This design comes from an exercise in tuning for small area, a short achievable clock period and few clock cycles per item on the open sky130 flow, not from production work.
RTL that was checked went through simulation tests only; none was proved equivalent to the original.

==> flow/design.v (excerpt) <==
module rgb_hsv_color_gate (
	input  logic        clk,
	input  logic        arst_n,
	input  logic        pix_valid,
	output logic        pix_ready,
	input  logic [7:0]  pix_red,
	input  logic [7:0]  pix_green,
	input  logic [7:0]  pix_blue,
	input  logic        pix_last_of_cloud,
	output logic        hsv_valid,
	input  logic        hsv_ready,
	output logic [11:0] hsv_hue,
	output logic [11:0] hsv_saturation,
	output logic [7:0]  hsv_brightness,
	output logic        hsv_keep,
	output logic        hsv_last_out,
	input  logic        cfg_en,
	input  logic [1:0]  cfg_index,
	input  logic [7:0]  cfg_data
);
Size in the first run: about 3,300 cells after synthesis, ~24,000 um2 of cells after synthesis.
Settings: LEC_CHECK=0, ABC_AREA=1, CAP_MARGIN=20, CORE_MARGIN=2, CORE_UTILIZATION=40, PLACE_DENSITY=0.6, SETUP_SLACK_MARGIN=2.0, SLEW_MARGIN=20; clock period 5.5 ns.
standard.sh (not shown) runs the stock make flow with config.mk's settings and CLKGATE_MAP_FILE= SYNTH_SCRIPT=/design/flow/synth_recipe.tcl, a recipe that flattens the netlist after the stock synthesis.
==> flow/flow/run.sh <==
#!/bin/bash
# The standard layout (standard.sh), except that synthesis leaves adders and
# comparators to ABC instead of mapping them onto the library's full/half adder
# cells (ADDER_MAP_FILE empty skips ORFS's extract_fa/techmap adder step).
# Each step's full output goes to its own log in this folder.
set -euo pipefail
export ADDER_MAP_FILE=
bash standard.sh synth > synth.log 2>&1
bash standard.sh floorplan > floorplan.log 2>&1
bash standard.sh place > place.log 2>&1
bash standard.sh cts > cts.log 2>&1
bash standard.sh route > route.log 2>&1
bash standard.sh finish > finish.log 2>&1
Testbench counts at the start, summed over its fixed seeds: cycles 12,056, items 12,000.
Change:
--- a/flow/design.v
+++ b/flow/design.v
@@ -42,44 +42,63 @@
 	logic adv;   
 	logic [6:0] vld;   
 	assign adv = hsv_ready || !vld[6];
 	logic [7:0] in_r, in_g, in_b;
 	logic       in_last, in_valid;
 	assign pix_ready = adv;
 	assign in_valid  = pix_valid;
 	assign {in_last, in_r, in_g, in_b} = {pix_last_of_cloud, pix_red, pix_green, pix_blue};
-	logic rg_s0_p1, rb_s0_p1, gb_s0_p1;   
-	assign rg_s0_p1 = (in_r >= in_g);
-	assign rb_s0_p1 = (in_r >= in_b);
-	assign gb_s0_p1 = (in_g >= in_b);
-	logic [7:0] v_s0_p1, md_s0_p1, mn_s0_p1, xa_s0_p1, xb_s0_p1, d_s0_p1, x_s0_p1, rs_s0_p1;
+	logic [8:0] drg_s0_p1, dgb_s0_p1, dbr_s0_p1, dgr_s0_p1, dbg_s0_p1, drb_s0_p1;
+	assign drg_s0_p1 = {1'b0, in_r} - {1'b0, in_g};
+	assign dgb_s0_p1 = {1'b0, in_g} - {1'b0, in_b};
+	assign dbr_s0_p1 = {1'b0, in_b} - {1'b0, in_r};
+	assign dgr_s0_p1 = {1'b0, in_g} - {1'b0, in_r};
+	assign dbg_s0_p1 = {1'b0, in_b} - {1'b0, in_g};
+	assign drb_s0_p1 = {1'b0, in_r} - {1'b0, in_b};
+	logic rge_s0_p1, gge_s0_p1, bge_s0_p1;   
+	assign rge_s0_p1 = !drg_s0_p1[8];
+	assign gge_s0_p1 = !dgb_s0_p1[8];
+	assign bge_s0_p1 = !dbr_s0_p1[8];
+	logic [7:0] v_s0_p1, d_s0_p1, x_s0_p1;
 	logic [2:0] k_s0_p1;
 	always_comb begin
-		if (rg_s0_p1 && rb_s0_p1) begin
+		if (rge_s0_p1 && !drb_s0_p1[8]) begin   
 			v_s0_p1 = in_r;
-			if (gb_s0_p1) begin k_s0_p1 = 3'd0; md_s0_p1 = in_g; mn_s0_p1 = in_b; end
-			else begin k_s0_p1 = 3'd5; md_s0_p1 = in_b; mn_s0_p1 = in_g; end
-		end else if (gb_s0_p1) begin
+			if (gge_s0_p1) begin k_s0_p1 = 3'd0; d_s0_p1 = drb_s0_p1[7:0]; x_s0_p1 = dgb_s0_p1[7:0]; end
+			else begin k_s0_p1 = 3'd5; d_s0_p1 = drg_s0_p1[7:0]; x_s0_p1 = drb_s0_p1[7:0]; end
+		end else if (gge_s0_p1) begin   
 			v_s0_p1 = in_g;
-			if (!rb_s0_p1) begin k_s0_p1 = 3'd2; md_s0_p1 = in_b; mn_s0_p1 = in_r; end
-			else begin k_s0_p1 = 3'd1; md_s0_p1 = in_r; mn_s0_p1 = in_b; end
-		end else begin
+			if (bge_s0_p1) begin k_s0_p1 = 3'd2; d_s0_p1 = dgr_s0_p1[7:0]; x_s0_p1 = dbr_s0_p1[7:0]; end
+			else begin k_s0_p1 = 3'd1; d_s0_p1 = dgb_s0_p1[7:0]; x_s0_p1 = dgr_s0_p1[7:0]; end
+		end else begin   
 			v_s0_p1 = in_b;
-			if (rg_s0_p1) begin k_s0_p1 = 3'd4; md_s0_p1 = in_r; mn_s0_p1 = in_g; end
-			else begin k_s0_p1 = 3'd3; md_s0_p1 = in_g; mn_s0_p1 = in_r; end
+			if (rge_s0_p1) begin k_s0_p1 = 3'd4; d_s0_p1 = dbg_s0_p1[7:0]; x_s0_p1 = drg_s0_p1[7:0]; end
+			else begin k_s0_p1 = 3'd3; d_s0_p1 = dbr_s0_p1[7:0]; x_s0_p1 = dbg_s0_p1[7:0]; end
 		end
 	end
-	assign xa_s0_p1 = k_s0_p1[0] ? v_s0_p1 : md_s0_p1;
-	assign xb_s0_p1 = k_s0_p1[0] ? md_s0_p1 : mn_s0_p1;
-	assign x_s0_p1 = xa_s0_p1 - xb_s0_p1;
-	assign d_s0_p1 = v_s0_p1 - mn_s0_p1;
-	assign rs_s0_p1 = v_s0_p1 + ~mn_s0_p1;   
+	logic [7:0] m1rg_s0_p1, m1gb_s0_p1, m1br_s0_p1, m1gr_s0_p1, m1bg_s0_p1, m1rb_s0_p1, rs_s0_p1;
+	assign m1rg_s0_p1 = in_r + ~in_g;
+	assign m1gb_s0_p1 = in_g + ~in_b;
+	assign m1br_s0_p1 = in_b + ~in_r;
+	assign m1gr_s0_p1 = in_g + ~in_r;
+	assign m1bg_s0_p1 = in_b + ~in_g;
+	assign m1rb_s0_p1 = in_r + ~in_b;
+	always_comb begin
+		case (k_s0_p1)
+			3'd0: rs_s0_p1 = m1rb_s0_p1;
+			3'd5: rs_s0_p1 = m1rg_s0_p1;
+			3'd2: rs_s0_p1 = m1gr_s0_p1;
+			3'd1: rs_s0_p1 = m1gb_s0_p1;
+			3'd4: rs_s0_p1 = m1bg_s0_p1;
+			default: rs_s0_p1 = m1br_s0_p1;
+		endcase
+	end
 	logic [0:0] dz_s0_p1;
-	assign dz_s0_p1 = (in_r == in_g) && (in_g == in_b);
+	assign dz_s0_p1 = (d_s0_p1 == 8'd0);
 	logic [7:0] d_q1;
 	logic [0:0] dz_q1;
 	logic [2:0] k_q1;
 	logic [0:0] last_q1;
 	logic [7:0] rs_q1;
 	logic [7:0] v_q1;
 	logic [7:0] x_q1;
 	logic [8:0] ts_s1_s1;
After rerunning: Utilization shrinks by 0.15 points. Via count increases by roughly a tenth. Sequential share of layout area shrinks by 1.5 points. Routed wire length rises by about a fifth. Worst setup slack gets better by 0.085 ns.
Function not checked in the second run of this note: the RTL went through the layout flow alone.

## separate check: timing with driven ports
The results above use ideal ports. As a check the final layouts listed here were re-extracted and re-timed, cells and wires unchanged. Step 1 sets driving cells, clkbuf_16 on the clock port and buf_2 on the other inputs (assumed; they add their load-dependent delay and slew). Step 2 moves the port delays by t, midway between the first and last clock arrival at a register: inputs arrive t later, outputs are due t later. That takes back most of the time a late clock gives input paths. a / b / c = no drivers / after step 1 / after step 2; a / b = the first two.
run	t (ns)	setup WS [ns]	worst hold slack (ns)	latest minus earliest clock arrival (ns)
the first run	0.609	2.033 / 2.068 / 1.459	0.415 / 0.415 / 0.415	0.022 / 0.022
the second run	0.625	2.117 / 2.089 / 1.541	0.411 / 0.411 / 0.411	0.021 / 0.021
After both steps setup and hold are still met in every run listed. The setup slack of the second run, which loses most, moves by -0.028 ns with the drivers and by -0.576 ns with both steps.
